From an optimization exercise on the open Yosys and OpenROAD flow, aimed at small area, a short achievable clock period and few clock cycles per item; shortcuts taken in it are not production practice.
In this exercise RTL edits were held to simulation tests only and were not proved equivalent to the original.

==> inputs of job 7163 <==
==> flow/design.v (excerpt) <==
module integer_square_root_with_fraction #(
  parameter int unsigned FRAC_DIGITS = 5
) (
  input  logic                              clk_i,
  input  logic                              rst_ni,
  input  logic                              in_valid_i,
  output logic                              in_ready_o,
  input  logic [isqf_pkg::RADICAND_W-1:0]   in_radicand_i,
  output logic                              out_valid_o,
  input  logic                              out_ready_i,
  output logic [isqf_pkg::INT_ROOT_W-1:0]   out_int_root_o,
  output logic [isqf_pkg::SCALED_W-1:0]     out_scaled_root_o
);
clock: 8.0 ns
lec_check: 0
abc_area: 1
cap_margin: 20
core_margin: 2
core_utilization: 65
place_density: 0.76
setup_slack_margin: 4.9
slew_margin: 20
run.sh (not shown) runs the stock make flow with config.mk's settings and CLKGATE_MAP_FILE= SYNTH_SCRIPT=/design/flow/synth_recipe.tcl, a recipe that flattens the netlist after the stock synthesis.
==> job 2765: changes against job 7163 <==
--- a/flow/design.v
+++ b/flow/design.v
@@ -32,18 +32,15 @@
   output logic [isqf_pkg::INT_ROOT_W-1:0]   out_int_root_o,
   output logic [isqf_pkg::SCALED_W-1:0]     out_scaled_root_o
 );
   logic sk_v, va, vm;
   logic rdy_q;   
-  logic [29:0] vs;
-  logic o_v, k_v, o_load, inc;
+  logic [30:0] vs;
   logic adv;
   logic [30:0] sk_d, n_a, n_in;
   logic in_fire;
-  assign adv        = ~k_v;
-  assign o_load     = ~o_v | out_ready_i;
-  assign inc        = ~k_v & vs[29];
+  assign adv        = ~vs[30] | out_ready_i;
   assign in_ready_o = rdy_q;
   assign in_fire    = in_valid_i & ~sk_v;
   always_ff @(posedge clk_i or negedge rst_ni) begin
     if (!rst_ni) begin
       sk_v <= 1'b0;
@@ -54,11 +51,11 @@
     end else if (adv) begin
       sk_v <= 1'b0;
       rdy_q <= 1'b1;
       va   <= sk_v | in_fire;
       vm   <= va;
-      vs   <= {vs[28:0], vm};
+      vs   <= {vs[29:0], vm};
     end else begin
       sk_v <= sk_v | in_fire;
       rdy_q <= ~(sk_v | in_fire);
     end
   end
@@ -715,31 +712,15 @@
   assign s30_v28_g = (s30_v28_x >= 13'd3125);
   assign s30_v28_r = 12'(s30_v28_g ? (s30_v28_x - 13'd3125) : s30_v28_x);
   assign s30_v28_q = {s30_v27_q, s30_v28_g};
   logic [32:0] s30_q;
   logic [11:0] s30_dr; logic [15:0] s30_dq;
-  logic [32:0] k_q; logic [15:0] k_dq;
-  always_ff @(posedge clk_i or negedge rst_ni) begin
-    if (!rst_ni) begin
-      o_v <= 1'b0;
-      k_v <= 1'b0;
-    end else if (o_load) begin
-      o_v <= k_v | inc;
-      k_v <= 1'b0;
-    end else if (inc) begin
-      k_v <= 1'b1;
-    end
-  end
   always_ff @(posedge clk_i) begin
-    if (o_load) begin
-      s30_q  <= k_v ? k_q : s30_t0_q;
-      s30_dq <= k_v ? k_dq : s30_v28_q;
-    end
-    if (!k_v) begin
-      k_q  <= s30_t0_q;
-      k_dq <= s30_v28_q;
+    if (adv) begin
+      s30_q <= s30_t0_q;
+      s30_dq <= s30_v28_q;
     end
   end
-  assign out_valid_o       = o_v;
+  assign out_valid_o       = vs[30];
   assign out_scaled_root_o = s30_q;
   assign out_int_root_o    = s30_dq;
 endmodule
- CORE_UTILIZATION: 65 -> 40
- PLACE_DENSITY: 0.76 -> unset
- SETUP_SLACK_MARGIN: 4.9 -> 4.8
==> job 8981: changes against job 7163 <==
--- a/flow/design.v
+++ b/flow/design.v
@@ -32,18 +32,15 @@
   output logic [isqf_pkg::INT_ROOT_W-1:0]   out_int_root_o,
   output logic [isqf_pkg::SCALED_W-1:0]     out_scaled_root_o
 );
   logic sk_v, va, vm;
   logic rdy_q;   
-  logic [29:0] vs;
-  logic o_v, k_v, o_load, inc;
+  logic [30:0] vs;
   logic adv;
   logic [30:0] sk_d, n_a, n_in;
   logic in_fire;
-  assign adv        = ~k_v;
-  assign o_load     = ~o_v | out_ready_i;
-  assign inc        = ~k_v & vs[29];
+  assign adv        = ~vs[30] | out_ready_i;
   assign in_ready_o = rdy_q;
   assign in_fire    = in_valid_i & ~sk_v;
   always_ff @(posedge clk_i or negedge rst_ni) begin
     if (!rst_ni) begin
       sk_v <= 1'b0;
@@ -54,11 +51,11 @@
     end else if (adv) begin
       sk_v <= 1'b0;
       rdy_q <= 1'b1;
       va   <= sk_v | in_fire;
       vm   <= va;
-      vs   <= {vs[28:0], vm};
+      vs   <= {vs[29:0], vm};
     end else begin
       sk_v <= sk_v | in_fire;
       rdy_q <= ~(sk_v | in_fire);
     end
   end
@@ -715,31 +712,15 @@
   assign s30_v28_g = (s30_v28_x >= 13'd3125);
   assign s30_v28_r = 12'(s30_v28_g ? (s30_v28_x - 13'd3125) : s30_v28_x);
   assign s30_v28_q = {s30_v27_q, s30_v28_g};
   logic [32:0] s30_q;
   logic [11:0] s30_dr; logic [15:0] s30_dq;
-  logic [32:0] k_q; logic [15:0] k_dq;
-  always_ff @(posedge clk_i or negedge rst_ni) begin
-    if (!rst_ni) begin
-      o_v <= 1'b0;
-      k_v <= 1'b0;
-    end else if (o_load) begin
-      o_v <= k_v | inc;
-      k_v <= 1'b0;
-    end else if (inc) begin
-      k_v <= 1'b1;
-    end
-  end
   always_ff @(posedge clk_i) begin
-    if (o_load) begin
-      s30_q  <= k_v ? k_q : s30_t0_q;
-      s30_dq <= k_v ? k_dq : s30_v28_q;
-    end
-    if (!k_v) begin
-      k_q  <= s30_t0_q;
-      k_dq <= s30_v28_q;
+    if (adv) begin
+      s30_q <= s30_t0_q;
+      s30_dq <= s30_v28_q;
     end
   end
-  assign out_valid_o       = o_v;
+  assign out_valid_o       = vs[30];
   assign out_scaled_root_o = s30_q;
   assign out_int_root_o    = s30_dq;
 endmodule
- CORE_UTILIZATION: 65 -> 55
- PLACE_DENSITY: 0.76 -> 0.68
- SETUP_SLACK_MARGIN: 4.9 -> 4.8
==> summary.txt <==
status: complete, no violations
Netlist cell types: 60
top cells by count, synth: nand2_1, edfxtp_1, inv_1, a21oi_1, ha_1
critical path's largest stage delay: 600 ps
first-pass GRT wire length: 407000 um
Via Count: 76100
kind of cell adding the most delay to the critical path: buffers and inverters
r2r worst-path depth: 7
x dimension of the die: 457 um
inverters: 1529
-- figures above: job 8981

==> summary.txt <==
status: complete, no violations
inverters: 1527
critical path's largest stage delay: 520 ps
Via Count: 79700
first-pass GRT wire length: 425000 um
kind of cell adding the most delay to the critical path: flip-flops
r2r worst-path depth: 12
initial drt markers: 8004
top cells by count, synth: nand2_1, edfxtp_1, inv_1, a21oi_1, nor2_1
Netlist cell types: 67
x dimension of the die: 425 um
-- figures above: job 7163

==> summary.txt <==
status: complete, no violations
r2r worst-path depth: 6
x dimension of the die: 535 um
Via Count: 76600
critical path's largest stage delay: 630 ps
first-pass GRT wire length: 424000 um
top cells by count, synth: nand2_1, edfxtp_1, inv_1, a21oi_1, ha_1
inverters: 1529
Largest regs: ms_q (55), s0_rad (52), mc_q (49)
kind of cell adding the most delay to the critical path: buffers and inverters
ANT nets after route: 0
Netlist cell types: 60
-- figures above: job 2765

Testbench counts of job 7163, summed over its fixed seeds: cycles 8,264, items 8,000.
Testbench counts of job 2765, summed over its fixed seeds: cycles 8,264, items 8,000.
Testbench counts of job 8981, summed over its fixed seeds: cycles 8,264, items 8,000.

[afterwards: timing with drivers on the ports]
The flow's constraints put no driver on any port. The routed layouts listed below were extracted and timed again, unchanged, in two steps.
Step 1 assumes that a clkbuf_16 drives the clock port and a buf_2 every other input.
Step 2 moves the port delays by t, midway between the first and last clock arrival at a register: inputs arrive t later, outputs are due t later. That takes back most of the time a late clock gives input paths.
Slacks: ideal / step 1 / step 2; pairs: ideal / step 1.
| run | t, ns | setup slack, ns | worst data-port slew with drivers (ns) | cell pins on the clock port's net |
|---|---|---|---|---|
| job 7163 | 0.951 | 4.907 / 4.817 / 4.790 | 0.07 | 1 |
| job 2765 | 0.966 | 4.715 / 4.772 / 3.814 | 0.06 | 1 |
| job 8981 | 0.957 | 4.760 / 4.784 / 3.869 | 0.04 | 1 |
After both steps every run listed still meets setup and hold. The setup slack of job 2765, which loses most, moves by +0.057 ns with the drivers and by -0.901 ns with both steps.
